This is an optimization exercise on Yosys and OpenROAD, whose aim is small area, a short achievable clock period and few clock cycles per item, not a production implementation.
At most, simulation tests tie the RTL to the original design; equivalence was not proved.
The RTL of run 2 was laid out without a check of its function.
No activity file was given, so power comes from the tool's default toggle rates.

==> design/flow/design.v <==
`default_nettype none
package rmrs_pkg;
    localparam int RMRS_COLUMNS   = 16;
    localparam int RMRS_ROWS      = 8;
    localparam int RMRS_CHANNELS  = 48;
    localparam int RMRS_MSG_DEPTH = 64;
    localparam int NUM_COLORS = 3;
    localparam int MSG_BLOCK = 16;
    localparam logic [11:0] BRIGHT_RESET = 12'hFFF;
    localparam logic [2:0] CMD_WRITE_COL = 3'd0;
    localparam logic [2:0] CMD_LOAD_MSG  = 3'd1;
    localparam logic [2:0] CMD_SCROLL    = 3'd2;
    localparam logic [2:0] CMD_SCAN      = 3'd3;
    localparam logic [2:0] CMD_BLANK     = 3'd4;
    localparam logic [48*4-1:0] SLOT_COL = {
        4'd8, 4'd9, 4'd9, 4'd10, 4'd11, 4'd11, 4'd12, 4'd13,
        4'd13, 4'd14, 4'd15, 4'd15, 4'd7, 4'd7, 4'd6, 4'd5,
        4'd5, 4'd4, 4'd3, 4'd3, 4'd2, 4'd1, 4'd1, 4'd0,
        4'd0, 4'd0, 4'd1, 4'd2, 4'd2, 4'd3, 4'd4, 4'd4,
        4'd5, 4'd6, 4'd6, 4'd7, 4'd15, 4'd14, 4'd14, 4'd13,
        4'd12, 4'd12, 4'd11, 4'd10, 4'd10, 4'd9, 4'd8, 4'd8
    };
    localparam logic [48*2-1:0] SLOT_CLR = {
        2'd2, 2'd1, 2'd0, 2'd2, 2'd1, 2'd0, 2'd1, 2'd2,
        2'd0, 2'd1, 2'd2, 2'd0, 2'd0, 2'd2, 2'd1, 2'd0,
        2'd2, 2'd1, 2'd0, 2'd1, 2'd2, 2'd0, 2'd1, 2'd2,
        2'd1, 2'd0, 2'd2, 2'd1, 2'd0, 2'd2, 2'd2, 2'd0,
        2'd1, 2'd2, 2'd0, 2'd1, 2'd1, 2'd0, 2'd2, 2'd1,
        2'd0, 2'd2, 2'd2, 2'd0, 2'd1, 2'd2, 2'd0, 2'd1
    };
    typedef struct packed {
        logic [2:0] cmd;
        logic [1:0] color;
        logic [3:0] column;
        logic [7:0] msg_index;
        logic [7:0] value;
        logic [8:0] shift;
        logic [8:0] msg_len;
        logic [2:0] row;
    } t_req;
    typedef struct packed {
        logic [5:0]  channel;
        logic [11:0] level;
        logic [7:0]  row_select;
        logic        last;
    } t_res;
endpackage
`default_nettype wire
`default_nettype none
module rmrs_dp
#(
    parameter int MB = 16,
    parameter int NB  = 64 / MB,
    parameter int PW  = $clog2(MB),
    parameter int BW  = (NB > 1) ? $clog2(NB) : 1,
    parameter int NT  = MB / 16,
    parameter int TW  = (NT > 1) ? $clog2(NT) : 1
) (
    input  wire logic          i_clk,
    input  wire logic [3*NB-1:0] i_we,      
    input  wire logic [7:0]    i_wdata,
    input  wire logic [2:0][BW-1:0] i_rblk,
    input  wire logic [2:0][TW-1:0] i_rtap,
    output logic [2:0][7:0]    o_rdata
);
    logic [2:0][NB-1:0][MB-1:0][7:0] r_ring;
    always_ff @(posedge i_clk) begin
        for (int c = 0; c < 3; c++) begin
            for (int b = 0; b < NB; b++) begin
                if (i_we[c*NB+b]) begin
                    r_ring[c][b][0] <= i_wdata;
                end else begin
                    r_ring[c][b][0] <= r_ring[c][b][MB-1];
                end
                for (int k = 1; k < MB; k++) begin
                    r_ring[c][b][k] <= r_ring[c][b][k-1];
                end
            end
        end
    end
    always_comb begin
        for (int c = 0; c < 3; c++) begin
            o_rdata[c] = r_ring[c][(NB > 1) ? i_rblk[c] : '0][MB - 1 - 16 * ((NT > 1) ? 32'(i_rtap[c]) : 0)];
        end
    end
endmodule
`default_nettype wire
`default_nettype none
module rgb_matrix_row_scan_controller
#(
    parameter int COLUMNS   = rmrs_pkg::RMRS_COLUMNS,
    parameter int ROWS      = rmrs_pkg::RMRS_ROWS,
    parameter int CHANNELS  = rmrs_pkg::RMRS_CHANNELS,
    parameter int MSG_DEPTH = rmrs_pkg::RMRS_MSG_DEPTH
) (
    input  wire logic        i_clk,
    input  wire logic        i_rst_n,
    input  wire logic        start,
    input  rmrs_pkg::t_req             i_req,
    output logic             busy,
    input  wire logic        i_cfg_valid,
    output logic             o_cfg_ready,
    input  wire logic [11:0] i_cfg_data,
    output logic             o_res_strobe,
    output rmrs_pkg::t_res             o_res
);
    localparam int MB = rmrs_pkg::MSG_BLOCK;
    localparam int NB = 64 / MB;
    localparam int PW = $clog2(MB);
    localparam int BW = (NB > 1) ? $clog2(NB) : 1;
    localparam int NT = MB / 16;
    localparam int TW = (NT > 1) ? $clog2(NT) : 1;
    localparam logic [1:0] SC_IDLE  = 2'd0;
    localparam logic [1:0] SC_PREP  = 2'd1;
    localparam logic [1:0] SC_WAIT  = 2'd3;
    localparam logic [1:0] SC_SHIFT = 2'd2;
    assign o_cfg_ready = 1'b1;
    logic          r_busy;
    logic [PW-1:0] r_phase;         
    logic          r_clear;         
    logic [3:0]    r_clr_cnt;
    logic [11:0]   r_bright;
    logic          r_wb_v;
    logic          r_wb_msg;
    logic [1:0]    r_wb_color;
    logic [5:0]    r_wb_addr;
    logic [7:0]    r_wb_val;
    logic [2:0][1:0]    r_sc_st;
    logic [2:0][8:0]    r_sc_s;     
    logic [2:0][6:0]    r_sc_l;     
    logic [2:0][3:0]    r_sc_k;     
    logic [2:0][15:0][7:0] r_fr;
    logic [2:0][3:0]    r_cn;
    logic          r_pv;
    logic          r_pfilled;
    logic [3:0]    r_fcnt;
    logic [2:0]    r_prow;
    logic          r_pblank;
    logic [11:0]   r_pbright;
    logic [47:0]   r_pbits;
    logic [46:0]   r_asr;
    logic [11:0]   r_abright;
    logic          r_strobe;
    logic [5:0]    r_ch;
    logic [11:0]   r_level;
    logic [7:0]    r_rowsel;
    logic          r_last;
    logic       acc;
    logic       color_ok;
    logic [2:0] cmd;
    assign cmd      = i_req.cmd;
    assign acc      = start && !r_busy;    
    assign color_ok = (i_req.color != 2'd3);
    logic any_scroll;
    logic unfilled;
    assign any_scroll = (r_sc_st[0] != SC_IDLE) || (r_sc_st[1] != SC_IDLE) || (r_sc_st[2] != SC_IDLE);
    assign unfilled   = r_pv && !r_pfilled;
    logic rdy_wcol, rdy_load, rdy_scan, rdy_any, rdy_req;
    logic [2:0] rdy_scroll;
    assign rdy_wcol = !r_wb_v && !any_scroll && !unfilled;
    assign rdy_load = !r_wb_v && !any_scroll;
    assign rdy_scan = !r_pv;
    always_comb begin
        for (int c = 0; c < 3; c++) rdy_scroll[c] = (r_sc_st[c] == SC_IDLE) && !unfilled;
    end
    assign rdy_any = rdy_wcol && rdy_load && rdy_scan && rdy_scroll[0] && rdy_scroll[1] && rdy_scroll[2];
    always_comb begin
        rdy_req = 1'b1;
        if (color_ok) begin
            case (cmd)
                rmrs_pkg::CMD_WRITE_COL: rdy_req = rdy_wcol;
                rmrs_pkg::CMD_LOAD_MSG:  rdy_req = rdy_load;
                rmrs_pkg::CMD_SCROLL:    rdy_req = rdy_scroll[i_req.color];
                default: ;
            endcase
        end
        if (cmd == rmrs_pkg::CMD_SCAN || cmd == rmrs_pkg::CMD_BLANK) rdy_req = rdy_scan;
    end
    always_ff @(posedge i_clk) begin
        if (!i_rst_n) begin
            r_busy <= 1'b1;
        end else begin
            r_busy <= acc || r_clear || (start ? !rdy_req : !rdy_any);
        end
    end
    assign busy = r_busy;
    always_ff @(posedge i_clk) begin
        if (!i_rst_n) begin
            r_bright <= rmrs_pkg::BRIGHT_RESET;
        end else if (i_cfg_valid) begin
            r_bright <= i_cfg_data;
        end
    end
    always_ff @(posedge i_clk) begin
        if (!i_rst_n) begin
            r_phase   <= '0;
            r_clear   <= 1'b1;
            r_clr_cnt <= '0;
        end else begin
            r_phase   <= r_phase + 1'b1;
            r_clr_cnt <= r_clr_cnt + 1'b1;
            if (r_clr_cnt == 4'd15) r_clear <= 1'b0;
        end
    end
    logic [3*NB-1:0] r_mwe;
    logic [2:0]      col_hit;
    always_ff @(posedge i_clk) begin
        for (int c = 0; c < 3; c++) begin
            for (int b = 0; b < NB; b++) begin
                if (!i_rst_n) r_mwe[c*NB+b] <= 1'b0;
                else          r_mwe[c*NB+b] <= r_wb_v && r_wb_msg && (r_wb_color == 2'(c)) &&
                                               (32'(r_wb_addr) / MB == b) &&
                                               (r_wb_addr[PW-1:0] == PW'(r_phase + 1'b1));
            end
            if (!i_rst_n) col_hit[c] <= 1'b0;
            else          col_hit[c] <= r_wb_v && !r_wb_msg && (r_wb_color == 2'(c)) &&
                                        (r_wb_addr[3:0] == 4'(r_cn[c] + 1'b1));
        end
    end
    logic wb_set;
    assign wb_set = acc && color_ok && (cmd == rmrs_pkg::CMD_WRITE_COL ||
                    (cmd == rmrs_pkg::CMD_LOAD_MSG && i_req.msg_index[7:6] == 2'd0));
    always_ff @(posedge i_clk) begin
        if (!i_rst_n) begin
            r_wb_v <= 1'b0;
        end else if (wb_set) begin
            r_wb_v <= 1'b1;
        end else if ((|r_mwe) || (|col_hit)) begin
            r_wb_v <= 1'b0;
        end
    end
    always_ff @(posedge i_clk) begin
        if (!r_wb_v) begin
            r_wb_msg   <= cmd[0];
            r_wb_color <= i_req.color;
            r_wb_addr  <= cmd[0] ? i_req.msg_index[5:0] : {2'b00, i_req.column};
            r_wb_val   <= i_req.value;
        end
    end
    logic [2:0][BW-1:0] rblk;
    logic [2:0][TW-1:0] rtap;
    logic [2:0][7:0]    rdata;
    logic [2:0][5:0]    sc_idx;
    always_comb begin
        for (int c = 0; c < 3; c++) begin
            sc_idx[c] = {2'(r_sc_s[c][5:4] + 2'(sc_sum[c][4]) - 2'd1), sc_sum[c][3:0]};
            rblk[c]   = (NB > 1) ? BW'(sc_idx[c] >> PW) : '0;
            rtap[c]   = (NT > 1) ? TW'(PW'(PW'(sc_idx[c]) - r_phase) >> 4) : '0;
        end
    end
    rmrs_dp #(.MB(MB)) u_dp (
        .i_clk    (i_clk),
        .i_we     (r_mwe),
        .i_wdata  (r_wb_val),
        .i_rblk   (rblk),
        .i_rtap   (rtap),
        .o_rdata  (rdata)
    );
    logic [2:0]          sc_go;
    logic [2:0]          sc_valid;
    logic [2:0][3:0]     sc_j0;
    logic [2:0][4:0]     sc_sum;
    logic [2:0][4:0]     sc_hi;
    logic [2:0][9:0]     sc_rem;
    always_comb begin
        for (int c = 0; c < 3; c++) begin
            sc_j0[c]    = 4'(r_phase + 1'b1) - 4'(r_sc_s[c]);
            sc_go[c]    = (r_sc_st[c] == SC_WAIT) && !r_wb_v;
            sc_sum[c]   = 5'(r_sc_s[c][3:0]) + 5'(r_cn[c]);
            sc_valid[c] = (sc_sum[c][4] || (r_sc_s[c][8:4] != 5'd0)) && (5'(r_cn[c]) < r_sc_l[c][4:0]);
            sc_rem[c]   = 10'(r_sc_l[c]) - 10'(r_sc_s[c]);
            sc_hi[c]    = sc_rem[c][9] ? 5'd0 : (sc_rem[c] > 10'd16) ? 5'd16 : 5'(sc_rem[c]);
        end
    end
    always_ff @(posedge i_clk) begin
        for (int c = 0; c < 3; c++) begin
            if (!i_rst_n) begin
                r_sc_st[c] <= SC_IDLE;
            end else if (acc && cmd == rmrs_pkg::CMD_SCROLL && i_req.color == 2'(c)) begin
                r_sc_st[c] <= SC_PREP;
            end else if (r_sc_st[c] == SC_PREP) begin
                r_sc_st[c] <= SC_WAIT;
            end else if (sc_go[c]) begin
                r_sc_st[c] <= SC_SHIFT;
            end else if (r_sc_st[c] == SC_SHIFT && r_sc_k[c] == 4'd15) begin
                r_sc_st[c] <= SC_IDLE;
            end
        end
    end
    always_ff @(posedge i_clk) begin
        for (int c = 0; c < 3; c++) begin
            if (r_sc_st[c] == SC_IDLE) begin
                r_sc_s[c] <= i_req.shift;
                r_sc_l[c] <= (i_req.msg_len[8:6] != 3'd0) ? 7'd80 : 7'(i_req.msg_len[5:0]) + 7'd16;
            end else if (r_sc_st[c] == SC_PREP) begin
                r_sc_l[c] <= 7'(sc_hi[c]);
            end
            if (r_sc_st[c] == SC_SHIFT) r_sc_k[c] <= r_sc_k[c] + 1'b1;
            else                        r_sc_k[c] <= 4'd0;
        end
    end
    logic [2:0][7:0] fin;
    always_comb begin
        for (int c = 0; c < 3; c++) begin
            if (r_sc_st[c] == SC_SHIFT)  fin[c] = sc_valid[c] ? rdata[c] : 8'd0;
            else if (col_hit[c])         fin[c] = r_wb_val;
            else if (r_clear)            fin[c] = 8'd0;
            else                         fin[c] = r_fr[c][15];
        end
    end
    always_ff @(posedge i_clk) begin
        for (int c = 0; c < 3; c++) begin
            r_fr[c][0] <= fin[c];
            for (int k = 1; k < 16; k++) r_fr[c][k] <= r_fr[c][k-1];
        end
    end
    always_ff @(posedge i_clk) begin
        for (int c = 0; c < 3; c++) begin
            if (!i_rst_n)      r_cn[c] <= 4'd0;
            else if (sc_go[c]) r_cn[c] <= sc_j0[c];
            else               r_cn[c] <= r_cn[c] + 1'b1;
        end
    end
    logic fill;
    logic [2:0] tbit;
    assign fill = unfilled && !any_scroll && !(r_wb_v && !r_wb_msg) && !r_clear;
    always_comb begin
        for (int c = 0; c < 3; c++) tbit[c] = r_fr[c][15][3'd7 - r_prow];
    end
    logic run_start;
    assign run_start = r_pv && r_pfilled && (!r_strobe || r_last);
    always_ff @(posedge i_clk) begin
        if (!i_rst_n) begin
            r_pv      <= 1'b0;
            r_pfilled <= 1'b0;
            r_fcnt    <= '0;
        end else begin
            if (acc && (cmd == rmrs_pkg::CMD_SCAN || cmd == rmrs_pkg::CMD_BLANK)) begin
                r_pv      <= 1'b1;
                r_pfilled <= (cmd == rmrs_pkg::CMD_BLANK);
            end else if (run_start) begin
                r_pv <= 1'b0;
            end else if (fill && r_fcnt == 4'd15) begin
                r_pfilled <= 1'b1;
            end
            if (fill) r_fcnt <= r_fcnt + 1'b1;
        end
    end
    always_ff @(posedge i_clk) begin
        if (!r_pv) begin
            r_prow    <= i_req.row;
            r_pblank  <= (cmd == rmrs_pkg::CMD_BLANK);
            r_pbright <= (cmd == rmrs_pkg::CMD_BLANK) ? 12'd0 :
                         (i_cfg_valid ? i_cfg_data : r_bright);
        end
    end
    always_ff @(posedge i_clk) begin
        for (int ch = 0; ch < 48; ch++) begin
            if (fill && r_cn[rmrs_pkg::SLOT_CLR[ch*2 +: 2]] == rmrs_pkg::SLOT_COL[ch*4 +: 4]) begin
                r_pbits[ch] <= tbit[rmrs_pkg::SLOT_CLR[ch*2 +: 2]];
            end
        end
    end
    always_ff @(posedge i_clk) begin
        if (!i_rst_n) begin
            r_strobe <= 1'b0;
        end else if (run_start) begin
            r_strobe <= 1'b1;
        end else if (r_last) begin
            r_strobe <= 1'b0;
        end
    end
    always_ff @(posedge i_clk) begin
        if (run_start) begin
            r_ch      <= 6'd0;
            r_last    <= 1'b0;
            r_level   <= r_pbits[0] ? r_pbright : 12'd0;
            r_rowsel  <= r_pblank ? 8'd0 : (8'd1 << r_prow);
            r_asr     <= r_pbits[47:1];
            r_abright <= r_pbright;
        end else begin
            r_ch      <= r_ch + 1'b1;
            r_last    <= (r_ch == 6'd46);
            r_level   <= r_asr[0] ? r_abright : 12'd0;
            r_asr     <= {1'b0, r_asr[46:1]};
        end
    end
    assign o_res_strobe      = r_strobe;
    assign o_res.channel     = r_ch;
    assign o_res.level       = r_level;
    assign o_res.row_select  = r_rowsel;
    assign o_res.last        = r_last;
endmodule
`default_nettype wire
==> design/flow/run.sh <==
#!/bin/bash
# synth_recipe.tcl (not shown) runs the flow's synth.tcl, then flattens the netlist and writes it again
# the make line also repeats each setting of config.mk as NAME=value (left out here)
make -C /OpenROAD-flow-scripts/flow DESIGN_CONFIG=/design/flow/config.mk WORK_HOME=/design/flow/orfs CLKGATE_MAP_FILE= SYNTH_SCRIPT=/design/flow/synth_recipe.tcl finish
==> design/flow/config.mk <==
export PLATFORM = sky130hd
export DESIGN_NAME = rgb_matrix_row_scan_controller
export DESIGN_NICKNAME = rgb_matrix_row_scan_controller
export VERILOG_FILES = /design/flow/design.v
export SDC_FILE = /design/flow/constraint.sdc
export NUM_CORES = 4
export LEC_CHECK = 0
export CAP_MARGIN = 20
export CORE_MARGIN = 2
export CORE_UTILIZATION = 70
export CTS_BUF_LIST = sky130_fd_sc_hd__clkbuf_16
export CTS_CLUSTER_DIAMETER = 100
export CTS_CLUSTER_SIZE = 24
export SETUP_SLACK_MARGIN = 5.0
export SLEW_MARGIN = 20
export SYNTH_MEMORY_MAX_BITS = 16384
==> design/flow/constraint.sdc <==
create_clock -name core_clock -period 7.0 [get_ports {i_clk}]
set_input_delay 1.4000 -clock core_clock [delete_from_list [all_inputs] [get_ports {i_clk}]]
set_output_delay 1.4000 -clock core_clock [all_outputs]
set_load 0.01 [all_outputs]
==> results of run 1 <==
report_power, final:
group          total, mW  internal [mW]  switching, mW
Sequential          12.8           12.8         0.0760
Clock               6.35           2.68           3.67
Combinational      0.522          0.265          0.257
Yosys cell counts (10+ instances only):
library cell,n
a21o_1,14
a21oi_1,30
a22oi_1,21
and2_1,34
clkbuf_1,54
dfxtp_1,2061
edfxtp_1,149
ha_1,72
inv_1,81
mux2_2,149
mux2i_1,14
mux4_2,30
nand2_1,83
nand2b_1,16
nand3_1,34
nor2_1,96
nor2b_1,15
nor3_1,26
nor4_1,11
nor4_2,10
o21ai_0,37
o22ai_1,25
xnor2_1,33
xor2_1,22
sequential cells by signal (all words and copies together) (netlist names), 21 cells and up:
signal and count:
r_fr 384, r_sc_l 21, r_asr 47, u_dp.r_ring 1536
r_pbits 48, r_sc_s 27
path summary, 6_finish.rpt:
path                              from                  endpoint  slack (ns)  cells after the start
max          r_rowsel[5]$_SDFFCE_PP0P_                  o_res[6]        4.38                      1
max reg2reg         r_cn[6]$_SDFF_PN0_         r_fr[128]$_DFF_P_        4.52                      7
min           u_dp.r_ring[314]$_DFF_P_  u_dp.r_ring[322]$_DFF_P_        0.30                      0
min reg2reg   u_dp.r_ring[314]$_DFF_P_  u_dp.r_ring[322]$_DFF_P_        0.30                      0
timing repair:
action / in CTS / in global routing
gates cloned: 4 / 0
setup endpoints to repair: 292 / 125
pin swaps: 49 / 26
buffers inserted: 57 / 11
gates resized for setup: 295 / 78
kinds of logic (layout without fill, tap and decap cells):
kind of cell,count (synthesis),count (layout),synth area share
mux,193,193,0.0466
fa+ha+maj,78,78,0.0191
xor+xnor,56,56,0.00931
buf+inv,148,378,0.0111
simple gates,366,367,0.0360
other cells,1,3,0.0000701
flops,2210,2210,0.855
compound gates,184,184,0.0229
metrics by stage:
step | power, mW | instance area (µm²) | utilization
final | 19.7 | 59800 | 0.789
after CTS | 19.8 | 59400 | 0.783
after detailed placement | 13.5 | 55500 | 0.733
after global routing | 20.3 | 59800 | 0.788
after global placement | 13.5 | 55500 | 0.733
after floorplan | 13.3 | 53700 | -
layer usage:
| layer | share of wire | vias to the layer above |
|---|---|---|
| met5 | 0 | - |
| met4 | 0.026 | 0 |
| met3 | 0.037 | 164 |
| met2 | 0.49 | 436 |
| met1 | 0.45 | 11300 |
| li1 | - | 11000 |
layout make-up:
| cell class | instances | area (µm²) |
|---|---|---|
| fill | 3877 | 16000 |
| timing repair buffer | 168 | 1580 |
| inverter | 84 | 369 |
| clock buffer | 103 | 2580 |
| sequential | 2210 | 45800 |
| antenna | 2 | 5.00 |
| clock inverter | 22 | 200 |
| tap | 978 | 1220 |
| multi-input combinational | 879 | 8010 |
| timing repair inverter | 1 | 8.76 |
==> impl_metrics.yaml, run 1 <==
outcome:
  outcome: "finished clean"
placed_design:
  post-place-ws_ns: 3.76
  dp.cells: 4247
  place_hpwl_um: 54100
  io_buffers: 90
  gp_congestion: 0.865
layout:
  area_growth_pct: 11.8
  fin_cells: 4447
  final_common_cell: "dfxtp_1"
  layout_common_cells: "dfxtp_1 (2026), edfxtp_1 (149), mux2_2 (145)"
  nets: 3586
  drive_gt1_frac: 0.170
flow_run:
  drv_cap: 0
logic_synthesis:
  synth_top_area_cell: "dfxtp_1"
  ys_ff_latch: 2210
  seq_area_frac_synth: 0.855
  synthesis.area_mm2: 0.0535
  synth-edff-count: 149
  synth_area_leaders: "dfxtp_1 (77%), edfxtp_1 (8.4%), mux2_2 (3.1%), ha_1 (1.7%), mux4_2 (1.3%)"
  syn_area_per_cell_um2: 16.5
  yosysTopAreaCellShare: 0.771
  syn_nets: 3376
  synthArstFlopShare: 0
  ys_types: 76
  syn_inst: 3236
  synth_warnings: 2
  yosys_most_used_dff: "dfxtp_1"
global_route:
  antenna_found_initial: 1
  met3_usage: 0.0357
  top_usage_layer: "met2"
  use_met2: 0.408
  use_met1: 0.332
  grt_use_total: 0.243
  grt-ovfl-total: 0
  grt_pass1_vias: 24400
  grt_max_degree: 64
  grt_pass1_wl_um: 143000
route:
  drt_pass1_iterations: 4
  postRouteAntennaNets: 0
  vias: 22900
  drt_iter0_markers: 1314
  wire_per_inst_um: 21.3
  via_per_inst: 5.15
  wirelength_um: 94600
  drcViolationCount: 0
floorplanning:
  fp.dieArea_mm2: 0.0786
  core_mm2: 0.0758
  initial_core_util: 0.706
  die_w_um: 280
  std_cell_rows: 101
  ios: 92
  die_h_um: 280
sta:
  hold_viol: 0
  finalCriticalPeriod_ns: 2.62
  slew_viol_final: 0
  rsz0062_at_grt: "true"
  max_freq_mhz: 381
  fin_skew_ns: 0.0427
  tns_ns: 0
  whs_ns: 0.303
  worst-slew-pin-transition_ns: 1.29
  fin_crit_sh: 0.375
  relSlewSlack: 0.133
  setup_viol: 0
  setup_ws_ns: 4.38
critical_path:
  cp_max_fo: 1
  critical_path_class: "flop to output port"
  path_delay_family: "flip-flops"
  critPathSlowestCell: "edfxtp_1"
  critPathCaptureType: "output port"
  worstPathArrival_ns: 1.22
  slowest_delay_ns: 0.39
  crit_chain: "buf_2"
  crit_path_start_kind: "flop"
  path_buf_inv: 1
  worstPathRequired_ns: 5.60
cts:
  ctsHoldBuffers: 0
  clk_pin_slew_ns: 0.09
  clk_latency_ns: 0.69
  cts_tree: "done"
  root_buffer: "clkbuf_16"
  cts_buffers: 102
  cts_max_level: 3
  clkSinkCount: 2210
  cts_max_path_buffers: 3
min_path:
  hp-class: "flop to flop"
power:
  static-leakage-power_nw: 23.6
  p_per_area_mw_per_mm2: 329
  irDropWorstVdd_v: 0.000311
Testbench counts, summed over its fixed seeds: cycles 92,699, requests 3,156.
==> inputs of run 2 (changes only) <==
--- a/design/flow/design.v
+++ b/design/flow/design.v
@@ -119,5 +119,5 @@
     logic [PW-1:0] r_phase;         
     logic          r_clear;         
-    logic [3:0]    r_clr_cnt;
+    logic          ph_last;         
     logic [11:0]   r_bright;
     logic          r_wb_v;
@@ -129,5 +129,4 @@
     logic [2:0][8:0]    r_sc_s;     
     logic [2:0][6:0]    r_sc_l;     
-    logic [2:0][3:0]    r_sc_k;     
     logic [2:0][15:0][7:0] r_fr;
     logic [2:0][3:0]    r_cn;
@@ -196,11 +195,10 @@
             r_phase   <= '0;
             r_clear   <= 1'b1;
-            r_clr_cnt <= '0;
         end else begin
             r_phase   <= r_phase + 1'b1;
-            r_clr_cnt <= r_clr_cnt + 1'b1;
-            if (r_clr_cnt == 4'd15) r_clear <= 1'b0;
+            if (ph_last) r_clear <= 1'b0;
         end
     end
+    assign ph_last = (r_phase[3:0] == 4'd15);
     logic [3*NB-1:0] r_mwe;
     logic [2:0]      col_hit;
@@ -266,5 +264,5 @@
         for (int c = 0; c < 3; c++) begin
             sc_j0[c]    = 4'(r_phase + 1'b1) - 4'(r_sc_s[c]);
-            sc_go[c]    = (r_sc_st[c] == SC_WAIT) && !r_wb_v;
+            sc_go[c]    = (r_sc_st[c] == SC_WAIT) && !r_wb_v && ph_last;
             sc_sum[c]   = 5'(r_sc_s[c][3:0]) + 5'(r_cn[c]);
             sc_valid[c] = (sc_sum[c][4] || (r_sc_s[c][8:4] != 5'd0)) && (5'(r_cn[c]) < r_sc_l[c][4:0]);
@@ -283,5 +281,5 @@
             end else if (sc_go[c]) begin
                 r_sc_st[c] <= SC_SHIFT;
-            end else if (r_sc_st[c] == SC_SHIFT && r_sc_k[c] == 4'd15) begin
+            end else if (r_sc_st[c] == SC_SHIFT && ph_last) begin
                 r_sc_st[c] <= SC_IDLE;
             end
@@ -296,6 +294,4 @@
                 r_sc_l[c] <= 7'(sc_hi[c]);
             end
-            if (r_sc_st[c] == SC_SHIFT) r_sc_k[c] <= r_sc_k[c] + 1'b1;
-            else                        r_sc_k[c] <= 4'd0;
         end
     end
--- a/design/flow/config.mk
+++ b/design/flow/config.mk
@@ -12,5 +12,5 @@
 export CTS_CLUSTER_DIAMETER = 100
 export CTS_CLUSTER_SIZE = 24
-export SETUP_SLACK_MARGIN = 5.0
+export SETUP_SLACK_MARGIN = 4.5
 export SLEW_MARGIN = 20
 export SYNTH_MEMORY_MAX_BITS = 16384
==> run 2 against run 1 <==
Setup slack lost 0.014 ns. Utilization shrank 0.86 points. First-iteration DRC count shrank 11%. Sequential share of layout area grew 1.4 points. Power shrank 0.96%. Final cell count shrank 2.4%. Fmax shrank 0.52%. Synthesized area shrank 0.85%. Register-to-register slack is essentially flat. Largest cell class unchanged. Largest power group unchanged.
==> impl_metrics.yaml, run 2 <==
sta:
  slew_viol_final: 0
  fin_crit_sh: 0.377
  finalCriticalPeriod_ns: 2.64
  fin_skew_ns: 0.0471
  setup_viol: 0
  relSlewSlack: 0.293
  worst-slew-pin-transition_ns: 1.06
  tns_ns: 0
  max_freq_mhz: 379
  rsz0062_at_grt: "true"
  hold_viol: 0
route:
  postRouteAntennaNets: 0
  wirelength_um: 89300
  wire_per_inst_um: 20.6
  vias: 22300
  drt_pass1_iterations: 5
  via_per_inst: 5.13
  drcViolationCount: 0
  drt_iter0_markers: 1168
layout:
  drive_gt1_frac: 0.135
  final_area_mm2: 0.0583
  area_growth_pct: 9.83
  fin_cells: 4340
  largest_reg_flops: 1536
  top_register: "u_dp.r_ring"
  fill_cells: 3961
  nets: 3482
  layout_common_cells: "dfxtp_1 (2021), mux2_2 (149), edfxtp_1 (149)"
  final_common_cell: "dfxtp_1"
  top_regs: "u_dp.r_ring: 1536 flops, r_fr: 384 flops, r_pbits: 48 flops"
floorplanning:
  core_mm2: 0.0747
  initial_core_util: 0.710
  fp.dieArea_mm2: 0.0780
  ios: 92
  std_cell_rows: 100
  die_h_um: 279
  die_w_um: 279
critical_path:
  crit_path_start_kind: "flop"
  critical_path_class: "flop to output port"
  cp_max_fo: 1
  worstPathRequired_ns: 5.60
  path_delay_family: "flip-flops"
  slowest_delay_ns: 0.39
  worstPathArrival_ns: 1.24
  critPathSlowestCell: "edfxtp_1"
  path_buf_inv: 1
  rrSetupSlack_ns: 4.52
  critPathCaptureType: "output port"
  crit_chain: "buf_2"
cts:
  cts_max_level: 3
  cts_max_path_buffers: 3
  root_buffer: "clkbuf_16"
  clkSinkCount: 2194
  clk_latency_ns: 0.69
  cts_tree: "done"
  clk_pin_slew_ns: 0.09
  ctsHoldBuffers: 0
  cts_buffers: 101
power:
  p_int_mw: 15.6
  swShare: 0.202
  p_per_area_mw_per_mm2: 335
  static-leakage-power_nw: 23.1
  irDropWorstVdd_v: 0.000326
  combPwrFrac: 0.024
  clockPowerShare: 0.324
  p_sw_mw: 3.94
  seq_power_share: 0.652
global_route:
  grt_max_degree: 78
  grt_pass1_vias: 23300
  grt_pass1_wl_um: 136000
  grt_use_total: 0.233
  antenna_found_initial: 2
  grt-ovfl-total: 0
placed_design:
  place_hpwl_um: 52800
  io_buffers: 90
  dp.cells: 4184
  post_dp_cell_area_mm2: 0.0550
  gp_congestion: 0.849
min_path:
  hp-class: "flop to flop"
logic_synthesis:
  yosys_most_used_dff: "dfxtp_1"
  synthArstFlopShare: 0
  synth_warnings: 2
  yosysTopAreaCellShare: 0.772
  synth_top_area_cell: "dfxtp_1"
  synthesis.area_mm2: 0.0530
  syn_inst: 3179
  synth_common_cells: "dfxtp_1 (2045), edfxtp_1 (149), mux2_2 (149)"
  synth.most_common_cell: "dfxtp_1"
  syn_nets: 3315
  ys_types: 68
  ys_ff_latch: 2194
  syn_area_per_cell_um2: 16.7
  synth_area_leaders: "dfxtp_1 (77%), edfxtp_1 (8.4%), mux2_2 (3.2%), ha_1 (1.6%), mux4_2 (1.3%)"
  seq_area_frac_synth: 0.856
  synth-edff-count: 149
outcome:
  outcome: "finished clean"
flow_run:
  drv_cap: 0
## run 2: cell types whose count changed after synthesis, moves of 9 or more
cell,delta
nor3_1,+17
and2_1,-9
nand2_1,-11
inv_1,-9
nor2_1,-15
dfxtp_1,-16
## run 2: cell type report
cell class	instances	area, µm²	area share
Sequential cell	2194	45500	0.780
Multi-Input combinational cell	848	7350	0.126
Clock buffer	103	2580	0.0442
Tap cell	969	1210	0.0208
Timing Repair Buffer	129	1170	0.0200
Inverter	72	274	0.00470
Clock inverter	23	220	0.00378
Antenna cell	2	5.00	0.0000859
## run 2: metrics by stage
step            util  hold WS, ns  power, mW  setup slack (ns)
2_1_floorplan      -        0.310       13.2              4.42
3_3_place_gp   0.736        0.310       13.4              3.16
3_5_place_dp   0.736        0.312       13.4              3.07
4_1_cts        0.777        0.304       19.6              4.31
5_1_grt        0.780        0.310       20.1              4.32
6_report       0.780        0.303       19.5              4.36
## run 2: routing by layer
layer	vias to the layer above	track usage	part of all wire
li1	10800	-	-
met4	0	0.0637	0.022
met3	131	0.0310	0.035
met5	-	0	0
met2	397	0.394	0.49
met1	11000	0.319	0.45
## run 2: power groups by stage
stage | Combinational [mW] | Sequential [mW] | Clock [mW]
2_1_floorplan | 0.244 | 13.0 | 0
3_3_place_gp | 0.380 | 13.0 | 0
3_5_place_dp | 0.394 | 13.0 | 0
4_1_cts | 0.446 | 12.7 | 6.45
5_1_grt | 0.505 | 12.7 | 6.87
6_report | 0.463 | 12.7 | 6.33
## run 2: final timing paths
path / from / end / cells past startpoint
min reg2reg: u_dp.r_ring[232]$_DFF_P_ / u_dp.r_ring[240]$_DFF_P_ / 0
min: u_dp.r_ring[232]$_DFF_P_ / u_dp.r_ring[240]$_DFF_P_ / 0
max: r_rowsel[1]$_SDFFCE_PP0P_ / o_res[2] / 1
max reg2reg: r_sc_s[0]$_DFFE_PN_ / r_sc_l[3]$_DFFE_PP_ / 8
## run 2: cells by family after synthesis
logic type	Yosys count	share of synthesized area
compound gates	184	0.0240
other cells	1	0.0000707
simple gates	343	0.0351
buf+inv	137	0.0104
mux	196	0.0476
fa+ha+maj	74	0.0183
xor+xnor	50	0.00840
flops	2194	0.856
## run 2: repair_timing
| action | CTS | global route |
|---|---|---|
| pin swaps | 13 | 21 |
| endpoints found under the hold margin | 0 | 0 |
| gates cloned | 0 | 0 |
| setup endpoints to repair | 165 | 84 |
| setup buffers | 17 | 11 |
| gates resized for setup | 190 | 38 |
==> inputs of run 3 (changes only) <==
--- a/design/flow/design.v
+++ b/design/flow/design.v
@@ -140,4 +140,5 @@
     logic [46:0]   r_asr;
     logic [11:0]   r_abright;
+    logic [3:0]    r_arow;          
     logic          r_strobe;
     logic [5:0]    r_ch;
@@ -372,5 +373,5 @@
             r_last    <= 1'b0;
             r_level   <= r_pbits[0] ? r_pbright : 12'd0;
-            r_rowsel  <= r_pblank ? 8'd0 : (8'd1 << r_prow);
+            r_arow    <= {r_pblank, r_prow};
             r_asr     <= r_pbits[47:1];
             r_abright <= r_pbright;
@@ -385,4 +386,9 @@
     assign o_res.channel     = r_ch;
     assign o_res.level       = r_level;
+    logic [3:0] nrow;
+    assign nrow = run_start ? {r_pblank, r_prow} : r_arow;
+    always_ff @(posedge i_clk) begin
+        r_rowsel <= nrow[3] ? 8'd0 : (8'd1 << nrow[2:0]);
+    end
     assign o_res.row_select  = r_rowsel;
     assign o_res.last        = r_last;
==> run 3 against run 2 <==
Via count increased by 0.17%. Setup slack better by 0.081 ns. Critical path depth did not move. Final cell count is essentially flat. Clock skew shrank 0.017 ns.
==> impl_metrics.yaml, run 3 <==
logic_synthesis:
  seq_area_frac_synth: 0.856
  syn_area_per_cell_um2: 16.7
  synthArstFlopShare: 0
  synthesis.area_mm2: 0.0530
  ys_types: 67
  synth_warnings: 2
  synth_common_cells: "dfxtp_1 (2057), mux2_2 (152), edfxtp_1 (141)"
  syn_nets: 3316
  ys_ff_latch: 2198
  syn_inst: 3180
  synth_area_leaders: "dfxtp_1 (78%), edfxtp_1 (8.0%), mux2_2 (3.2%), ha_1 (1.6%), mux4_2 (1.3%)"
  synth.most_common_cell: "dfxtp_1"
  synth-edff-count: 141
  yosysTopAreaCellShare: 0.777
  yosys_most_used_dff: "dfxtp_1"
  synth_top_area_cell: "dfxtp_1"
floorplanning:
  die_w_um: 279
  core_mm2: 0.0747
  die_h_um: 279
  fp.dieArea_mm2: 0.0780
  initial_core_util: 0.710
  ios: 92
  std_cell_rows: 100
route:
  vias: 22300
  drt_iter0_markers: 1263
  via_per_inst: 5.14
  wirelength_um: 87100
  postRouteAntennaNets: 0
  drt_pass1_iterations: 5
  drcViolationCount: 0
  wire_per_inst_um: 20.1
layout:
  layout_common_cells: "dfxtp_1 (2029), mux2_2 (152), edfxtp_1 (141)"
  final_common_cell: "dfxtp_1"
  antenna_cells: 0
  drive_gt1_frac: 0.136
  top_regs: "u_dp.r_ring: 1536 flops, r_fr: 384 flops, r_pbits: 48 flops"
  largest_reg_flops: 1536
  multi_input_area_mm2: 0.00731
  fill_cells: 4028
  final_area_mm2: 0.0582
  area_growth_pct: 9.79
  top_register: "u_dp.r_ring"
  nets: 3488
  seq_area_mm2: 0.0455
critical_path:
  r2r_start: "r_sc_s[10]$_DFFE_PN_"
  path_buf_inv: 1
  cp_max_fo: 2
  slowest_delay_ns: 0.36
  worstPathRequired_ns: 5.60
  critPathCaptureType: "output port"
  worstPathArrival_ns: 1.16
  crit_chain: "buf_6"
  critical_path_class: "flop to output port"
  ff2ff_path_depth: 8
  rrSetupSlack_ns: 4.53
  timing.rr.end: "r_fr[131]$_DFF_P_"
  crit_path_start_kind: "flop"
  critPathSlowestCell: "dfxtp_4"
  path_delay_family: "flip-flops"
global_route:
  grt_use_total: 0.226
  grt-ovfl-total: 0
  use_met2: 0.373
  antenna_found_initial: 3
  top_usage_layer: "met2"
  grt_pass1_wl_um: 134000
  met3_usage: 0.0313
  use_met1: 0.311
  grt_max_degree: 65
  grt_pass1_vias: 23400
sta:
  slew_viol_final: 0
  tns_ns: 0
  rsz0062_at_grt: "true"
  fin_crit_sh: 0.365
  relSlewSlack: 0.276
  worst-slew-pin-transition_ns: 1.09
  setup_viol: 0
  hold_viol: 0
  max_freq_mhz: 391
  fin_skew_ns: 0.0305
  finalCriticalPeriod_ns: 2.56
cts:
  ctsHoldBuffers: 0
  clkSinkCount: 2198
  root_buffer: "clkbuf_16"
  cts_max_path_buffers: 3
  clk_pin_slew_ns: 0.09
  clk_latency_ns: 0.68
  cts_tree: "done"
  cts_max_level: 3
  cts_buffers: 101
min_path:
  hp-class: "flop to flop"
  hold-path-endpoint: "u_dp.r_ring[155]$_DFF_P_"
  holdPathStages: 0
  hold_start: "u_dp.r_ring[147]$_DFF_P_"
power:
  irDropWorstVdd_v: 0.000321
  p_per_area_mw_per_mm2: 334
  static-leakage-power_nw: 23.3
placed_design:
  gp_congestion: 0.855
  place_hpwl_um: 51300
  io_buffers: 90
  post_dp_cell_area_mm2: 0.0549
outcome:
  outcome: "finished clean"
flow_run:
  drv_cap: 0
==> run 3: changes by cell type after synthesis, moves of 7 or more <==
cell,previous run,this run
nand2b_1,16,9
nor2_1,81,67
o22ai_1,17,25
o2bb2ai_1,9,1
nand2_1,72,87
dfxtp_1,2045,2057
inv_1,72,65
edfxtp_1,149,141
o21ai_1,0,7
==> run 3: area by class of cell <==
type / count / share of cell area
tap: 969 / 0.0208
sequential: 2198 / 0.781
multi-input combinational: 849 / 0.126
inverter: 65 / 0.00426
clock buffer: 101 / 0.0434
timing repair buffer: 137 / 0.0221
clock inverter: 23 / 0.00297
==> run 3: how the worst max path moves through the flow <==
stage / from / end / slack [ns] / depth (start not counted)
3_5_place_dp: i_req[43] / r_pfilled$_SDFFE_PN0P_ / 3.32 / 5
3_3_place_gp: i_req[43] / r_busy$_SDFF_PN1_ / 3.38 / 6
6_report: r_ch[2]$_SDFF_PP0_ / o_res[23] / 4.44 / 1
4_1_cts: r_rowsel[1]$_SDFF_PP0_ / o_res[2] / 4.33 / 1
5_1_grt: r_ch[0]$_SDFF_PP0_ / o_res[21] / 4.40 / 1
2_1_floorplan: i_req[44] / r_sc_st[4]$_SDFFE_PN0P_ / 4.50 / 5
==> run 3: timing repair <==
action,CTS,global route
gates cloned,1,1
endpoints found under the setup margin,198,94
gates resized for setup,186,41
pin swaps,16,11
setup buffers,17,17
==> run 3: cells by family (layout without fill, tap and decap cells) <==
kind of cell	Yosys count	after routing	share of synthesized area
AO/OA/AOI/OAI	175	175	0.0215
multiplexers	204	204	0.0492
XOR/XNOR	50	50	0.00840
adder cells (fa/ha/maj)	74	74	0.0183
flip-flops	2198	2198	0.856
other	1	1	0.0000707
buffers and inverters	134	326	0.0106
AND/OR/NAND/NOR	344	345	0.0355
==> run 3: per-layer routing <==
metal / wire (µm) / vias to the layer above
met3: 3250 / 157
met2: 41300 / 454
met1: 39900 / 10900
met5: 0 / -
met4: 2580 / 0
li1: - / 10800
==> run 3: per-stage QoR <==
stage | utilization | total power [mW] | hold slack (ns) | cells | worst slack, ns
global route | 0.779 | 20.0 | 0.315 | 4342 | 4.40
floorplan | - | 13.2 | 0.310 | 3180 | 4.50
detailed placement | 0.735 | 13.4 | 0.312 | 4182 | 3.32
finish | 0.779 | 19.4 | 0.306 | 4342 | 4.44
global placement | 0.735 | 13.4 | 0.310 | 4182 | 3.38
CTS | 0.775 | 19.5 | 0.315 | 4324 | 4.33
==> run 3: where the power goes <==
group / switching [mW] / internal (mW) / total [mW]
sequential: 0.0672 / 12.7 / 12.7
clock: 3.60 / 2.63 / 6.23
combinational: 0.224 / 0.229 / 0.453
Testbench counts of run 3, summed over its fixed seeds: cycles 92,859, requests 3,156.
==> inputs of run 4 (changes only) <==
--- a/design/flow/config.mk
+++ b/design/flow/config.mk
@@ -10,6 +10,6 @@
 export CORE_UTILIZATION = 70
 export CTS_BUF_LIST = sky130_fd_sc_hd__clkbuf_16
-export CTS_CLUSTER_DIAMETER = 100
-export CTS_CLUSTER_SIZE = 24
+export CTS_CLUSTER_DIAMETER = 90
+export CTS_CLUSTER_SIZE = 27
 export SETUP_SLACK_MARGIN = 4.5
 export SLEW_MARGIN = 20
==> run 4 against run 3 <==
Still clean on timing, DRC and antenna. Via count down 0.70%. Design area down 0.38%. Final cell count down 0.30%. Utilization down 0.30 points. Fmax up 0.28%. Critical path depth unchanged. Sequential power about the same. Die area unchanged. Synthesized cell count unchanged. Power down 1.4%. Clock power down 4.3%. Largest cell class unchanged.
==> impl_metrics.yaml, run 4 <==
sta:
  hold_viol: 0
  finalCriticalPeriod_ns: 2.55
  slew_viol_final: 0
  relSlewSlack: 0.268
  whs_ns: 0.307
  tns_ns: 0
  rsz0062_at_grt: "true"
  fin_crit_sh: 0.364
  worst-slew-pin-transition_ns: 1.10
  setup_viol: 0
  fin_skew_ns: 0.0282
  max_freq_mhz: 392
logic_synthesis:
  yosysTopAreaCellShare: 0.777
  synth-edff-count: 141
  ys_types: 67
  synth.most_common_cell: "dfxtp_1"
  syn_area_per_cell_um2: 16.7
  synth_top_area_cell: "dfxtp_1"
  synth_area_leaders: "dfxtp_1 (78%), edfxtp_1 (8.0%), mux2_2 (3.2%), ha_1 (1.6%), mux4_2 (1.3%)"
  synthArstFlopShare: 0
  synth_warnings: 2
  synthesis.area_mm2: 0.0530
  syn_nets: 3316
  syn_inst: 3180
  ys_ff_latch: 2198
  synth_common_cells: "dfxtp_1 (2057), mux2_2 (152), edfxtp_1 (141)"
  yosys_most_used_dff: "dfxtp_1"
  seq_area_frac_synth: 0.856
route:
  via_per_inst: 5.12
  wl_met1_um: 40500
  drcViolationCount: 0
  highest_layer: "met4"
  wl_met3_um: 3110
  drt_iter0_markers: 1251
  drt_pass1_iterations: 5
  wire_per_inst_um: 19.9
  wirelength_um: 86300
  dr_wl_met2_um: 40400
  vias: 22200
  postRouteAntennaNets: 0
floorplanning:
  initial_core_util: 0.710
  std_cell_rows: 100
  die_w_um: 279
  fp.dieArea_mm2: 0.0780
  die_h_um: 279
  core_mm2: 0.0747
  ios: 92
layout:
  fin_cells: 4329
  layout_common_cells: "dfxtp_1 (2029), mux2_2 (152), edfxtp_1 (141)"
  area_growth_pct: 9.37
  antenna_cells: 0
  drive_gt1_frac: 0.135
  largest_reg_flops: 1536
  fill_cells: 4023
  final_common_cell: "dfxtp_1"
  top_regs: "u_dp.r_ring: 1536 flops, r_fr: 384 flops, r_pbits: 48 flops"
  top_register: "u_dp.r_ring"
  nets: 3475
  final_area_mm2: 0.0580
global_route:
  grt_pass1_vias: 23200
  antenna_found_initial: 2
  grt-ovfl-total: 0
  grt_use_total: 0.224
  grt_max_degree: 65
  grt_pass1_wl_um: 133000
placed_design:
  post_dp_cell_area_mm2: 0.0549
  gp_congestion: 0.855
  io_buffers: 90
  dp.cells: 4182
  place_hpwl_um: 51300
cts:
  ctsHoldBuffers: 0
  cts_tree: "done"
  clk_latency_ns: 0.69
  clkSinkCount: 2198
  cts_buffers: 91
  root_buffer: "clkbuf_16"
  clk_pin_slew_ns: 0.12
  cts_max_level: 3
  cts_max_path_buffers: 3
critical_path:
  crit_path_start_kind: "flop"
  critPathSlowestCell: "dfxtp_4"
  crit_chain: "buf_6"
  path_buf_inv: 1
  ff2ff_path_depth: 8
  cp_max_fo: 2
  critical_path_depth: 1
  worstPathRequired_ns: 5.60
  critical_path_class: "flop to output port"
  path_delay_family: "flip-flops"
  r2r_start: "r_sc_s[10]$_DFFE_PN_"
  worstPathArrival_ns: 1.15
  startpoint: "r_ch[2]$_SDFF_PP0_"
  rrSetupSlack_ns: 4.52
  critPathCaptureType: "output port"
  slowest_delay_ns: 0.36
power:
  p_total_mw: 19.2
  irDropWorstVdd_v: 0.000306
  p_per_area_mw_per_mm2: 330
  static-leakage-power_nw: 23.2
min_path:
  hp-class: "flop to flop"
  holdPathStages: 0
  hold_start: "u_dp.r_ring[1433]$_DFF_P_"
flow_run:
  drv_cap: 0
outcome:
  outcome: "finished clean"
run 4: routing by layer:
layer / global-route usage / up-vias
met3: 0.0341 / 146
met4: 0.0710 / 0
met5: 0 / -
met2: 0.366 / 464
met1: 0.312 / 10800
li1: - / 10700
run 4: repair_timing:
action	CTS	global route
gates resized for setup	184	43
endpoints found under the setup margin	198	95
gates cloned	1	1
pin swaps	13	20
setup buffers	17	14
endpoints found under the hold margin	0	0
run 4: power by group:
group	switching (mW)	internal, mW
Clock	3.55	2.41
Sequential	0.0670	12.7
Combinational	0.224	0.228
Total	3.84	15.3
run 4: kinds of logic (layout without fill, tap and decap cells):
family | after synthesis | count (layout) | synth area share
compound gates | 175 | 175 | 0.0215
mux | 204 | 204 | 0.0492
other cells | 1 | 1 | 0.0000707
buf+inv | 134 | 313 | 0.0106
simple gates | 344 | 345 | 0.0355
fa+ha+maj | 74 | 74 | 0.0183
xor+xnor | 50 | 50 | 0.00840
flops | 2198 | 2198 | 0.856
run 4: layout make-up:
cell class | instances | area (µm²) | share of cell area
clock buffers | 92 | 2300 | 0.0397
multi-input cells | 849 | 7330 | 0.126
repair buffers | 134 | 1270 | 0.0219
inverters | 65 | 248 | 0.00427
flip-flops and latches | 2198 | 45500 | 0.784
well taps | 969 | 1210 | 0.0209
clock inverters | 22 | 183 | 0.00315
run 4: final timing paths:
kind                               endpoint
setup / recovery                  o_res[23]
hold / removal    u_dp.r_ring[1441]$_DFF_P_
setup reg to reg          r_fr[132]$_DFF_P_
hold reg to reg   u_dp.r_ring[1441]$_DFF_P_
run 4: through the flow:
step           utilization  setup WS (ns)
2_1_floorplan            -           4.50
3_3_place_gp         0.735           3.38
3_5_place_dp         0.735           3.32
4_1_cts              0.772           4.41
5_1_grt              0.776           4.39
6_report             0.776           4.45
==> inputs of run 5 (changes only) <==
--- a/design/flow/config.mk
+++ b/design/flow/config.mk
@@ -6,4 +6,5 @@
 export NUM_CORES = 4
 export LEC_CHECK = 0
+export ABC_AREA = 1
 export CAP_MARGIN = 20
 export CORE_MARGIN = 2
==> run 5 against run 4 <==
Still clean. Sequential share of layout area is 0.60 points lower. First-iteration DRC count is 73% higher. Register-to-register slack better by 0.11 ns. Synthesized area is 1.1% higher. Die area is 1.1% higher. Via count is 15% higher. Critical path type unchanged. Largest power group unchanged.
==> impl_metrics.yaml, run 5 <==
outcome:
  outcome: "finished clean"
critical_path:
  crit_path_start_kind: "flop"
  critPathSlowestCell: "dfxtp_4"
  rrSetupSlack_ns: 4.63
  r2r_start: "r_sc_s[19]$_DFFE_PN_"
  slowest_delay_ns: 0.36
  critical_path_class: "flop to output port"
  crit_chain: "buf_6"
  path_buf_inv: 1
  critPathCaptureType: "output port"
  path_delay_family: "flip-flops"
  timing.rr.end: "r_fr[261]$_DFF_P_"
  ff2ff_path_depth: 10
  cp_max_fo: 3
  worstPathArrival_ns: 1.15
  worstPathRequired_ns: 5.60
layout:
  nets: 4165
  top_register: "u_dp.r_ring"
  final_common_cell: "dfxtp_1"
  top_regs: "u_dp.r_ring: 1536 flops, r_fr: 384 flops, r_pbits: 48 flops"
  fin_util: 0.771
  layout_common_cells: "dfxtp_1 (2035), nand2_1 (549), inv_1 (256)"
  drive_gt1_frac: 0.0577
  largest_reg_flops: 1536
  area_growth_pct: 8.99
placed_design:
  gp_congestion: 0.926
  io_buffers: 90
  post-place-ws_ns: 3.63
  place_hpwl_um: 59000
logic_synthesis:
  yosysTopAreaCellShare: 0.768
  synthesis.area_mm2: 0.0536
  syn_inst: 3881
  seq_area_frac_synth: 0.847
  synth-edff-count: 141
  ys_types: 47
  syn_area_per_cell_um2: 13.8
  synth_common_cells: "dfxtp_1 (2057), nand2_1 (549), inv_1 (245)"
  synth_warnings: 2
  synth_area_leaders: "dfxtp_1 (77%), edfxtp_1 (7.9%), nand2_1 (3.8%), o21ai_0 (1.8%), inv_1 (1.7%)"
  ys_ff_latch: 2198
  synthArstFlopShare: 0
  synth_top_area_cell: "dfxtp_1"
  yosys_most_used_dff: "dfxtp_1"
  synth.most_common_cell: "dfxtp_1"
  syn_nets: 4017
floorplanning:
  ios: 92
  initial_core_util: 0.707
  core_mm2: 0.0758
  fp.dieArea_mm2: 0.0788
  std_cell_rows: 101
  die_h_um: 281
  die_w_um: 281
global_route:
  grt_pass1_vias: 26000
  antenna_found_initial: 2
  grt-ovfl-total: 0
  grt_max_degree: 83
  grt_pass1_wl_um: 145000
  grt_use_total: 0.243
cts:
  clk_latency_ns: 0.69
  cts_buffers: 92
  root_buffer: "clkbuf_16"
  cts_tree: "done"
  cts_max_level: 3
  cts_max_path_buffers: 3
  clk_pin_slew_ns: 0.09
  clkSinkCount: 2198
route:
  drt_iter0_markers: 2167
  drcViolationCount: 0
  postRouteAntennaNets: 0
  vias: 25600
  wire_per_inst_um: 18.9
  drt_pass1_iterations: 7
  via_per_inst: 5.08
  wirelength_um: 94900
min_path:
  hold_start: "u_dp.r_ring[1354]$_DFF_P_"
  hp-class: "flop to flop"
  holdPathStages: 0
  hold-path-endpoint: "u_dp.r_ring[1362]$_DFF_P_"
power:
  irDropWorstVdd_v: 0.000289
  static-leakage-power_nw: 24.1
  combPwrFrac: 0.029
  p_sw_mw: 3.99
  seq_power_share: 0.656
  clockPowerShare: 0.315
  swShare: 0.205
  p_total_mw: 19.4
  p_int_mw: 15.4
  p_per_area_mw_per_mm2: 333
sta:
  fin_skew_ns: 0.0474
  slew_viol_final: 0
  relSlewSlack: 0.369
  setup_ws_ns: 4.45
  worst-slew-pin-transition_ns: 0.946
  finalCriticalPeriod_ns: 2.55
  setup_viol: 0
  max_freq_mhz: 392
  rsz0062_at_grt: "true"
  whs_ns: 0.307
  fin_crit_sh: 0.365
  hold_viol: 0
  tns_ns: 0
flow_run:
  drv_cap: 0
-- run 5: final cells by class --
| cell class | count | area, µm² |
|---|---|---|
| antenna | 1 | 2.50 |
| timing repair buffer | 118 | 1120 |
| inverter | 254 | 962 |
| clock inverter | 24 | 285 |
| fill | 4339 | 17400 |
| tap | 978 | 1220 |
| sequential | 2198 | 45400 |
| multi-input combinational | 1364 | 7060 |
| clock buffer | 93 | 2330 |
| timing repair inverter | 1 | 7.51 |
-- run 5: power by group through the flow --
| stage | registers [mW] | logic [mW] | clock network (mW) |
|---|---|---|---|
| 6_report | 12.8 | 0.568 | 6.12 |
| 5_1_grt | 12.8 | 0.622 | 6.63 |
| 4_1_cts | 12.8 | 0.533 | 6.22 |
| 3_5_place_dp | 13.0 | 0.502 | 0 |
| 3_3_place_gp | 13.0 | 0.477 | 0 |
| 2_1_floorplan | 13.0 | 0.293 | 0 |
-- run 5: metrics by stage --
step	area [µm²]	std cells
3_3_place_gp	55600	4899
5_1_grt	58400	5030
3_5_place_dp	55600	4899
4_1_cts	58300	5021
6_report	58400	5031
2_1_floorplan	53600	3881
-- run 5: per-layer routing --
| metal | part of all wire | wire length, µm | global-route usage | up-vias |
|---|---|---|---|---|
| li1 | - | - | - | 12500 |
| met5 | 0 | 0 | 0 | - |
| met4 | 0.038 | 3590 | 0.0889 | 0 |
| met2 | 0.47 | 44500 | 0.399 | 653 |
| met1 | 0.45 | 43000 | 0.334 | 12200 |
| met3 | 0.040 | 3790 | 0.0321 | 211 |
-- run 5: cell families (layout without fill, tap and decap cells) --
logic type                 count (synthesis)  count (layout)  share of synthesized area
buffers and inverters                    319             490                     0.0229
xor gates and xnor gates                  28              28                    0.00485
muxes                                     12              12                    0.00224
adders and majority gates                 74              74                     0.0181
and+or+nand+nor                          906             906                     0.0702
other                                      1               2                  0.0000699
AOI/OAI and AO/OA                        343             343                     0.0346
DFF                                     2198            2198                      0.847
-- run 5: worst max path at each step --
stage,to,from,depth (start not counted),slack (ns)
4_1_cts,o_res[23],r_ch[2]$_SDFF_PP0_,1,4.24
5_1_grt,o_res[21],r_ch[0]$_SDFF_PP0_,1,4.40
2_1_floorplan,r_sc_l[13]$_SDFFCE_PP0P_,i_req[10],5,4.58
3_5_place_dp,r_pfilled$_SDFFE_PN0P_,i_req[43],6,3.63
6_report,o_res[21],r_ch[0]$_SDFF_PP0_,1,4.45
3_3_place_gp,r_busy$_SDFF_PN1_,i_req[43],8,3.27
-- run 5: worst register-to-register path: cells and delay by family (launching register included) --
family | cells | cell delay, ns
flip-flops | 1 | 0.48
adder cells (fa/ha/maj) | 2 | 0.56
AND/OR/NAND/NOR | 3 | 0.35
buffers and inverters | 1 | 0.20
AO/OA/AOI/OAI | 4 | 0.66
-- run 5: what timing repair did --
item,4_1_cts,5_1_grt
resized for setup,158,28
gates cloned,1,0
pin swaps,0,1
buffers inserted,4,9
hold buffers,0,0
setup endpoints to repair,59,93
==> inputs of run 6 (changes only) <==
--- a/design/flow/config.mk
+++ b/design/flow/config.mk
@@ -6,5 +6,4 @@
 export NUM_CORES = 4
 export LEC_CHECK = 0
-export ABC_AREA = 1
 export CAP_MARGIN = 20
 export CORE_MARGIN = 2
@@ -13,4 +12,5 @@
 export CTS_CLUSTER_DIAMETER = 90
 export CTS_CLUSTER_SIZE = 27
+export PLACE_DENSITY = 0.75
 export SETUP_SLACK_MARGIN = 4.5
 export SLEW_MARGIN = 20
==> run 6 against run 5 <==
Still clean. Final cell count is 14% lower. Sequential share of layout area is 0.80 points higher. Routed wire length is 10% lower. First-iteration DRC count is 37% lower. Non-clock buffer count is 1 higher. Largest cell class unchanged. Largest power group unchanged.
==> impl_metrics.yaml, run 6 <==
cts:
  cts_buffers: 92
  clk_pin_slew_ns: 0.10
  cts_max_level: 3
  cts_tree: "done"
  clk_latency_ns: 0.69
  root_buffer: "clkbuf_16"
  clkSinkCount: 2198
  cts_max_path_buffers: 3
sta:
  finalCriticalPeriod_ns: 2.57
  fin_crit_sh: 0.367
  slew_viol_final: 0
  hold_viol: 0
  fin_skew_ns: 0.0401
  max_freq_mhz: 389
  rsz0062_at_grt: "true"
  worst-slew-pin-transition_ns: 1.13
  relSlewSlack: 0.243
  tns_ns: 0
  setup_viol: 0
route:
  via_per_inst: 5.11
  postRouteAntennaNets: 0
  drt_pass1_iterations: 5
  vias: 22100
  drcViolationCount: 0
  wirelength_um: 85000
  drt_iter0_markers: 1355
  wire_per_inst_um: 19.7
power:
  clockPowerShare: 0.313
  combPwrFrac: 0.023
  seq_power_share: 0.665
  swShare: 0.201
  p_sw_mw: 3.85
  irDropWorstVdd_v: 0.000323
  p_int_mw: 15.3
  p_per_area_mw_per_mm2: 331
  static-leakage-power_nw: 23.1
placed_design:
  gp_congestion: 0.855
  place_hpwl_um: 52100
  io_buffers: 90
layout:
  top_regs: "u_dp.r_ring: 1536 flops, r_fr: 384 flops, r_pbits: 48 flops"
  fin_util: 0.774
  layout_common_cells: "dfxtp_1 (2036), mux2_2 (152), edfxtp_1 (141)"
  final_common_cell: "dfxtp_1"
  multi_input_area_mm2: 0.00731
  top_register: "u_dp.r_ring"
  antenna_cells: 0
  seq_area_mm2: 0.0455
  area_growth_pct: 9.10
  largest_reg_flops: 1536
  fill_cells: 4087
  nets: 3460
  drive_gt1_frac: 0.129
global_route:
  grt-ovfl-total: 0
  grt_max_degree: 81
  grt_pass1_vias: 23300
  grt_pass1_wl_um: 133000
  antenna_found_initial: 0
  grt_use_total: 0.223
logic_synthesis:
  yosysTopAreaCellShare: 0.777
  synth-edff-count: 141
  synthArstFlopShare: 0
  syn_area_per_cell_um2: 16.7
  ys_ff_latch: 2198
  syn_inst: 3180
  synth_common_cells: "dfxtp_1 (2057), mux2_2 (152), edfxtp_1 (141)"
  ys_types: 67
  synthesis.area_mm2: 0.0530
  syn_nets: 3316
  synth_warnings: 2
  yosys_most_used_dff: "dfxtp_1"
  synth.most_common_cell: "dfxtp_1"
  seq_area_frac_synth: 0.856
  synth_top_area_cell: "dfxtp_1"
  synth_area_leaders: "dfxtp_1 (78%), edfxtp_1 (8.0%), mux2_2 (3.2%), ha_1 (1.6%), mux4_2 (1.3%)"
floorplanning:
  die_w_um: 279
  initial_core_util: 0.710
  die_h_um: 279
  core_mm2: 0.0747
  fp.dieArea_mm2: 0.0780
  ios: 92
  std_cell_rows: 100
critical_path:
  startpoint: "r_sc_s[10]$_DFFE_PN_"
  critPathCaptureType: "flop"
  worstPathArrival_ns: 3.08
  r2r_start: "r_sc_s[10]$_DFFE_PN_"
  worstPathRequired_ns: 7.51
  critical_path_class: "flop to flop"
  crit_path_start_kind: "flop"
  cp_max_fo: 8
flow_run:
  drv_cap: 0
min_path:
  hold_start: "u_dp.r_ring[714]$_DFF_P_"
  hp-class: "flop to flop"
outcome:
  outcome: "finished clean"
## run 6: changes by cell type after synthesis, sizes merged, moves of 49 or more
cell,before,now
inv,250,65
o21ai,198,39
nand2,558,87
mux2,0,152
nand3,87,38
nor2,198,70
a21oi,89,33
## run 6: cells by family after synthesis
| logic type | count (synthesis) | synth area share |
|---|---|---|
| flops | 2198 | 0.856 |
| simple gates | 344 | 0.0355 |
| buf+inv | 134 | 0.0106 |
| other cells | 1 | 0.0000707 |
| xor+xnor | 50 | 0.00840 |
| fa+ha+maj | 74 | 0.0183 |
| mux | 204 | 0.0492 |
| compound gates | 175 | 0.0215 |
## run 6: layout make-up
type	count	share of cell area
clock inverter	24	0.00424
inverter	65	0.00428
timing repair buffer	119	0.0187
tap	969	0.0210
clock buffer	92	0.0398
multi-input combinational	848	0.126
sequential	2198	0.786
## run 6: power by group through the flow
| stage | Combinational, mW | Sequential, mW | Clock [mW] |
|---|---|---|---|
| after floorplan | 0.237 | 13.0 | 0 |
| after global placement | 0.354 | 13.0 | 0 |
| after detailed placement | 0.370 | 13.0 | 0 |
| after CTS | 0.425 | 12.7 | 6.12 |
| after global routing | 0.476 | 12.8 | 6.53 |
| final | 0.433 | 12.7 | 5.99 |
## run 6: worst max-delay path: stages, from the launching register on
cell and delay, ns:
edfxtp_1 0.41, ha_1 0.28, a31o_2 0.23, a21o_1 0.19
a21oi_4 0.27, ha_4 0.29, mux4_2 0.52, nand2_1 0.11
o22ai_1 0.11
## run 6: worst paths after layout
kind / endpoint / slack, ns / cells after the start
worst min-delay path: u_dp.r_ring[722]$_DFF_P_ / 0.31 / 0
worst max-delay path: r_fr[133]$_DFF_P_ / 4.43 / 8
worst max register to register: r_fr[133]$_DFF_P_ / 4.43 / 8
worst min register to register: u_dp.r_ring[722]$_DFF_P_ / 0.31 / 0
## run 6: metal layers
metal  vias to the layer above  track usage  share of wire
li1                      10700            -              -
met1                     10800        0.306           0.45
met2                       439        0.372           0.48
met3                       136       0.0351          0.042
met4                         0       0.0608          0.026
met5                         -            0              0
## run 6: what timing repair did
action | in CTS | in global routing
gates cloned | 0 | 1
endpoints found under the setup margin | 124 | 139
buffers inserted | 13 | 7
endpoints found under the hold margin | 0 | 0
hold buffers | 0 | 0
resized for setup | 181 | 34
pin swaps | 15 | 19
## run 6: stage by stage
step	setup WS (ns)	cell area (µm²)	power (mW)	hold slack, ns	std cells
floorplan	4.50	53000	13.2	0.310	3180
global placement	3.75	54900	13.4	0.310	4178
detailed placement	3.66	54900	13.4	0.312	4178
CTS	4.39	57600	19.3	0.304	4307
global route	4.38	57800	19.8	0.310	4315
finish	4.43	57800	19.2	0.306	4315

==> re-timing with driven ports <==
In the flow no input, the clock included, has a driving cell. The finished layouts below were timed again as built, in two steps.
Step 1 sets driving cells, clkbuf_16 on the clock port and buf_2 on the other inputs (assumed; they add their load-dependent delay and slew).
Step 2 adds t to the input delays and takes it off the output delays; t is the mean of the earliest and latest rising clock arrival at the registers after step 1. Input paths then give back, and output paths get back, about the clock's delay inside the block.
Slacks: ideal / step 1 / step 2; pairs: ideal / step 1.
run | shift t [ns] | slack for setup (ns) | worst hold slack (ns) | worst setup path after step 2 | worst register clock-pin slew, ns
run 1 | 0.730 | 4.375 / 4.310 / 4.171 | 0.303 / 0.303 / 0.303 | input to register | 0.11 / 0.11
run 2 | 0.740 | 4.362 / 4.293 / 3.805 | 0.303 / 0.303 / 0.303 | input to register | 0.10 / 0.10
run 3 | 0.732 | 4.442 / 4.377 / 3.869 | 0.306 / 0.306 / 0.306 | input to register | 0.10 / 0.10
run 4 | 0.735 | 4.449 / 4.383 / 3.882 | 0.307 / 0.307 / 0.307 | input to register | 0.12 / 0.12
run 5 | 0.730 | 4.448 / 4.385 / 3.858 | 0.307 / 0.307 / 0.307 | input to register | 0.11 / 0.11
run 6 | 0.730 | 4.430 / 4.372 / 3.804 | 0.306 / 0.306 / 0.306 | input to register | 0.11 / 0.11
After both steps setup and hold are still met in every run listed. For run 6, which loses most, drivers alone change the setup slack by -0.058 ns; drivers and shift together by -0.626 ns.
